Background: an optimization exercise with open tools, aiming at small area, a short achievable clock period and few clock cycles per item. Do not read the settings as production practice.
Power figures rest on the tool's default switching activity, not on a simulated workload.

==> flow/design.v <==
module zigzag_rle (
  input  logic       clk,
  input  logic       reset,
  input  logic [8:0] dctq,
  input  logic       dctq_valid,
  input  logic [5:0] addr,
  output logic       hold,
  output logic [5:0] rle_run,
  output logic [8:0] rle_level,
  output logic       rle_eob,
  output logic       rle_valid,
  input  logic       rle_ready,
  output logic       overflow
);
  localparam logic [383:0] ZZ =
    384'hffedefdbdf35ba77e6b74efacec95e5cf59d92bcb9e31aa371538718d51b8a9c2885a4cc1442d2660611283089408040;
  logic [8:0]  mem [0:63];      
  logic        q0_v, blk, full;
  logic [5:0]  q0_a;
  logic [8:0]  q0_d;
  logic        commit, blk_end, load, ld_ok;
  logic [63:0] pend;            
  logic [63:0] pend_r;          
  logic [63:0] nz;              
  logic [5:0]  an;              
  logic        q0_vn, blk_n, full_n;
  genvar g;
  generate
    for (g = 0; g < 64; g++) begin : g_map
      assign pend_r[ZZ[6*g +: 6]] = pend[g];
      if (g == 63) begin : g_last
        assign nz[g] = full ? |mem[63] : |q0_d;
      end else begin : g_other
        assign nz[g] = |mem[ZZ[6*g +: 6]];
      end
    end
  endgenerate
  assign commit  = q0_v & ~hold;
  assign blk_end = commit & (q0_a == 6'd63);
  assign load    = ld_ok & (full | blk_end);
  assign an      = hold ? q0_a : addr;
  assign q0_vn   = hold | dctq_valid;
  assign blk_n   = load ? (an != 6'd0) : pend_r[an];
  assign full_n  = (full | blk_end) & ~load;
  always_ff @(posedge clk) begin
    if (commit) mem[q0_a] <= q0_d;
    if (!hold) begin
      q0_a <= addr;
      q0_d <= dctq;
    end
  end
  logic        dc_due, eob_due;
  logic [8:0]  dc_reg;
  logic        issue, found, room;
  logic        sel_v, sel_dc, sel_eob;
  logic [7:0]  sel_g, sel_l;    
  logic [5:0]  sel_k;           
  logic [7:0]  grp, gfirst, lfirst;
  logic [7:0]  lf [0:7];
  logic [2:0]  gbin, lbin;
  always_comb begin
    for (int j = 0; j < 8; j++) begin
      grp[j] = |pend[8*j +: 8];
      for (int i = 0; i < 8; i++) begin
        lf[j][i] = pend[8*j + i];
        for (int m = 0; m < i; m++)
          if (pend[8*j + m]) lf[j][i] = 1'b0;
      end
    end
    for (int j = 0; j < 8; j++) begin
      gfirst[j] = grp[j];
      for (int m = 0; m < j; m++)
        if (grp[m]) gfirst[j] = 1'b0;
    end
    lfirst = 8'd0;
    for (int j = 0; j < 8; j++)
      if (gfirst[j]) lfirst = lfirst | lf[j];
    gbin = 3'd0;
    lbin = 3'd0;
    for (int j = 0; j < 8; j++) begin
      if (gfirst[j]) gbin = gbin | 3'(j);
      if (lfirst[j]) lbin = lbin | 3'(j);
    end
  end
  assign found = |grp;
  logic       k_v, k_eob;
  logic [5:0] k_run;
  logic [8:0] k_level;
  logic       deq;
  assign deq   = rle_valid & rle_ready;
  assign room  = k_v ? (~sel_v & deq) : (~rle_valid | ~sel_v | deq);
  assign issue = room & (dc_due | found | eob_due);
  always_ff @(posedge clk) begin
    if (reset) begin
      q0_v     <= 1'b0;
      blk      <= 1'b0;
      hold     <= 1'b0;
      full     <= 1'b0;
      overflow <= 1'b0;
      pend     <= 64'd0;
      ld_ok    <= 1'b0;
      dc_due   <= 1'b0;
      eob_due  <= 1'b0;
      sel_v    <= 1'b0;
    end else begin
      if (dctq_valid && hold) overflow <= 1'b1;
      q0_v <= q0_vn;
      blk  <= blk_n;
      full <= full_n;
      hold <= q0_vn & (blk_n | full_n);
      sel_v <= issue;
      if (issue && !dc_due && found)
        pend <= pend & ~({{8{gfirst[7]}}, {8{gfirst[6]}}, {8{gfirst[5]}},
                          {8{gfirst[4]}}, {8{gfirst[3]}}, {8{gfirst[2]}},
                          {8{gfirst[1]}}, {8{gfirst[0]}}} & {8{lfirst}});
      if (load) pend <= nz & ~64'd1;
      if (issue && dc_due) dc_due <= 1'b0;
      if (issue && !dc_due && !found) eob_due <= 1'b0;
      if (load) begin
        dc_due  <= 1'b1;
        eob_due <= 1'b1;
      end
      ld_ok <= ~found & ~load & ~(dc_due | load) &
               ~(eob_due & ~(issue & ~dc_due & ~found));
    end
  end
  always_ff @(posedge clk) begin
    if (load) dc_reg <= mem[0];
    sel_dc  <= dc_due;
    sel_eob <= ~dc_due & ~found;
    sel_g   <= gfirst;
    sel_l   <= lfirst;
    sel_k   <= {gbin, lbin};
  end
  logic [8:0] rd_level, byte_lv [0:7];
  logic [5:0] rd_run, p_o;
  logic       rd_eob;
  always_comb begin
    rd_level = 9'd0;
    for (int j = 0; j < 8; j++) begin
      byte_lv[j] = 9'd0;
      for (int i = 0; i < 8; i++)
        if (sel_l[i]) byte_lv[j] = byte_lv[j] | mem[ZZ[6*(8*j + i) +: 6]];
      if (sel_g[j]) rd_level = rd_level | byte_lv[j];
    end
    if (sel_dc)  rd_level = dc_reg;
    if (sel_eob) rd_level = 9'd0;
    rd_run = (sel_dc | sel_eob) ? 6'd0 : sel_k + ~p_o;
    rd_eob = sel_eob;
  end
  always_ff @(posedge clk) begin
    if (sel_v && !sel_eob) p_o <= sel_dc ? 6'd0 : sel_k;
  end
  always_ff @(posedge clk) begin
    if (reset) begin
      rle_valid <= 1'b0;
      k_v       <= 1'b0;
    end else begin
      if (!rle_valid || rle_ready) begin
        rle_valid <= k_v | sel_v;
        k_v       <= k_v & sel_v;
      end else if (sel_v) begin
        k_v <= 1'b1;
      end
    end
  end
  always_ff @(posedge clk) begin
    if (!rle_valid || rle_ready) begin
      if (k_v) begin
        rle_eob   <= k_eob;
        rle_run   <= k_run;
        rle_level <= k_level;
      end else begin
        rle_eob   <= rd_eob;
        rle_run   <= rd_run;
        rle_level <= rd_level;
      end
    end
    if (sel_v && (k_v || (rle_valid && !rle_ready))) begin
      k_eob   <= rd_eob;
      k_run   <= rd_run;
      k_level <= rd_level;
    end
  end
endmodule
clock: 5.0 ns
lec_check: 0
abc_clock_period_in_ps: 2200
cap_margin: 20
core_margin: 2
core_utilization: 40
setup_slack_margin: 2.8
slew_margin: 20
run.sh (not shown) runs the stock make flow with config.mk's settings and CLKGATE_MAP_FILE= SYNTH_SCRIPT=/design/flow/synth_recipe.tcl, a recipe that flattens the netlist after the stock synthesis.
The starting point completed without violations.
Change:
--- a/flow/design.v
+++ b/flow/design.v
@@ -52,32 +52,33 @@
   logic        dc_due, eob_due;
   logic [8:0]  dc_reg;
   logic        issue, found, room;
   logic        sel_v, sel_dc, sel_eob;
   logic [7:0]  sel_g, sel_l;    
   logic [5:0]  sel_k;           
-  logic [7:0]  grp, gfirst, lfirst;
-  logic [7:0]  lf [0:7];
+  logic [7:0]  grp, gfirst, lfirst, glow;
+  logic [63:0] lower;           
   logic [2:0]  gbin, lbin;
   always_comb begin
+    for (int j = 0; j < 8; j++)
+      grp[j] = |pend[8*j +: 8];
     for (int j = 0; j < 8; j++) begin
-      grp[j] = |pend[8*j +: 8];
-      for (int i = 0; i < 8; i++) begin
-        lf[j][i] = pend[8*j + i];
-        for (int m = 0; m < i; m++)
-          if (pend[8*j + m]) lf[j][i] = 1'b0;
-      end
+      glow[j] = 1'b0;
+      for (int m = 0; m < j; m++)
+        glow[j] = glow[j] | grp[m];
+      gfirst[j] = grp[j] & ~glow[j];
     end
-    for (int j = 0; j < 8; j++) begin
-      gfirst[j] = grp[j];
-      for (int m = 0; m < j; m++)
-        if (grp[m]) gfirst[j] = 1'b0;
+    for (int k = 0; k < 64; k++) begin
+      lower[k] = glow[k / 8];
+      for (int m = 8 * (k / 8); m < k; m++)
+        lower[k] = lower[k] | pend[m];
     end
     lfirst = 8'd0;
     for (int j = 0; j < 8; j++)
-      if (gfirst[j]) lfirst = lfirst | lf[j];
+      for (int i = 0; i < 8; i++)
+        lfirst[i] = lfirst[i] | (pend[8*j + i] & ~lower[8*j + i]);
     gbin = 3'd0;
     lbin = 3'd0;
     for (int j = 0; j < 8; j++) begin
       if (gfirst[j]) gbin = gbin | 3'(j);
       if (lfirst[j]) lbin = lbin | 3'(j);
     end
@@ -105,32 +106,29 @@
     end else begin
       if (dctq_valid && hold) overflow <= 1'b1;
       q0_v <= q0_vn;
       blk  <= blk_n;
       full <= full_n;
       hold <= q0_vn & (blk_n | full_n);
-      sel_v <= issue;
-      if (issue && !dc_due && found)
-        pend <= pend & ~({{8{gfirst[7]}}, {8{gfirst[6]}}, {8{gfirst[5]}},
-                          {8{gfirst[4]}}, {8{gfirst[3]}}, {8{gfirst[2]}},
-                          {8{gfirst[1]}}, {8{gfirst[0]}}} & {8{lfirst}});
-      if (load) pend <= nz & ~64'd1;
+      sel_v <= issue | (load & room);
+      pend <= (pend & (lower | {64{~(room & ~dc_due)}})) |
+              ({64{load}} & nz & ~64'd1);
       if (issue && dc_due) dc_due <= 1'b0;
       if (issue && !dc_due && !found) eob_due <= 1'b0;
       if (load) begin
-        dc_due  <= 1'b1;
+        dc_due  <= ~room;
         eob_due <= 1'b1;
       end
       ld_ok <= ~found & ~load & ~(dc_due | load) &
                ~(eob_due & ~(issue & ~dc_due & ~found));
     end
   end
   always_ff @(posedge clk) begin
     if (load) dc_reg <= mem[0];
-    sel_dc  <= dc_due;
-    sel_eob <= ~dc_due & ~found;
+    sel_dc  <= dc_due | load;
+    sel_eob <= ~dc_due & ~found & ~load;
     sel_g   <= gfirst;
     sel_l   <= lfirst;
     sel_k   <= {gbin, lbin};
   end
   logic [8:0] rd_level, byte_lv [0:7];
   logic [5:0] rd_run, p_o;
Outcome:
- The new run went through all stages and came out clean
- routed wire length fell by a few percent
- global-route usage fell by 1.1 points
- final area hardly moves
- worst hold slack got worse by 24 ps
- non-clock buffer count fell by 26
- synthesized cell count fell slightly
- fmax rose by a few percent
- combinational power fell by well over a third
- worst setup slack improved by 82 ps
- clock skew hardly moves
Function was not checked in any run of this note: the RTL went through the layout flow alone.

==> port drivers added, routing unchanged <==
In the flow no input, the clock included, has a driving cell. The finished layouts below were timed again as built, in two steps.
Step 1 sets driving cells, clkbuf_16 on the clock port and buf_2 on the other inputs (assumed; they add their load-dependent delay and slew).
Step 2 also shifts input and output timing later by t, the mid clock arrival at the registers, as if the neighbouring blocks saw the same clock.
Slacks: ideal ports / drivers / drivers and shift; pairs: ideal ports / drivers.
run	t (ns)	setup slack, ns	slew at the worst register clock pin (ns)
the first run	0.681	2.035 / 2.035 / 1.908	0.07 / 0.07
the second run	0.698	2.117 / 2.117 / 1.805	0.07 / 0.07
After both steps setup and hold are still met in every run listed. For the second run, which loses most, drivers alone change the setup slack by 0.000 ns; drivers and shift together by -0.312 ns.
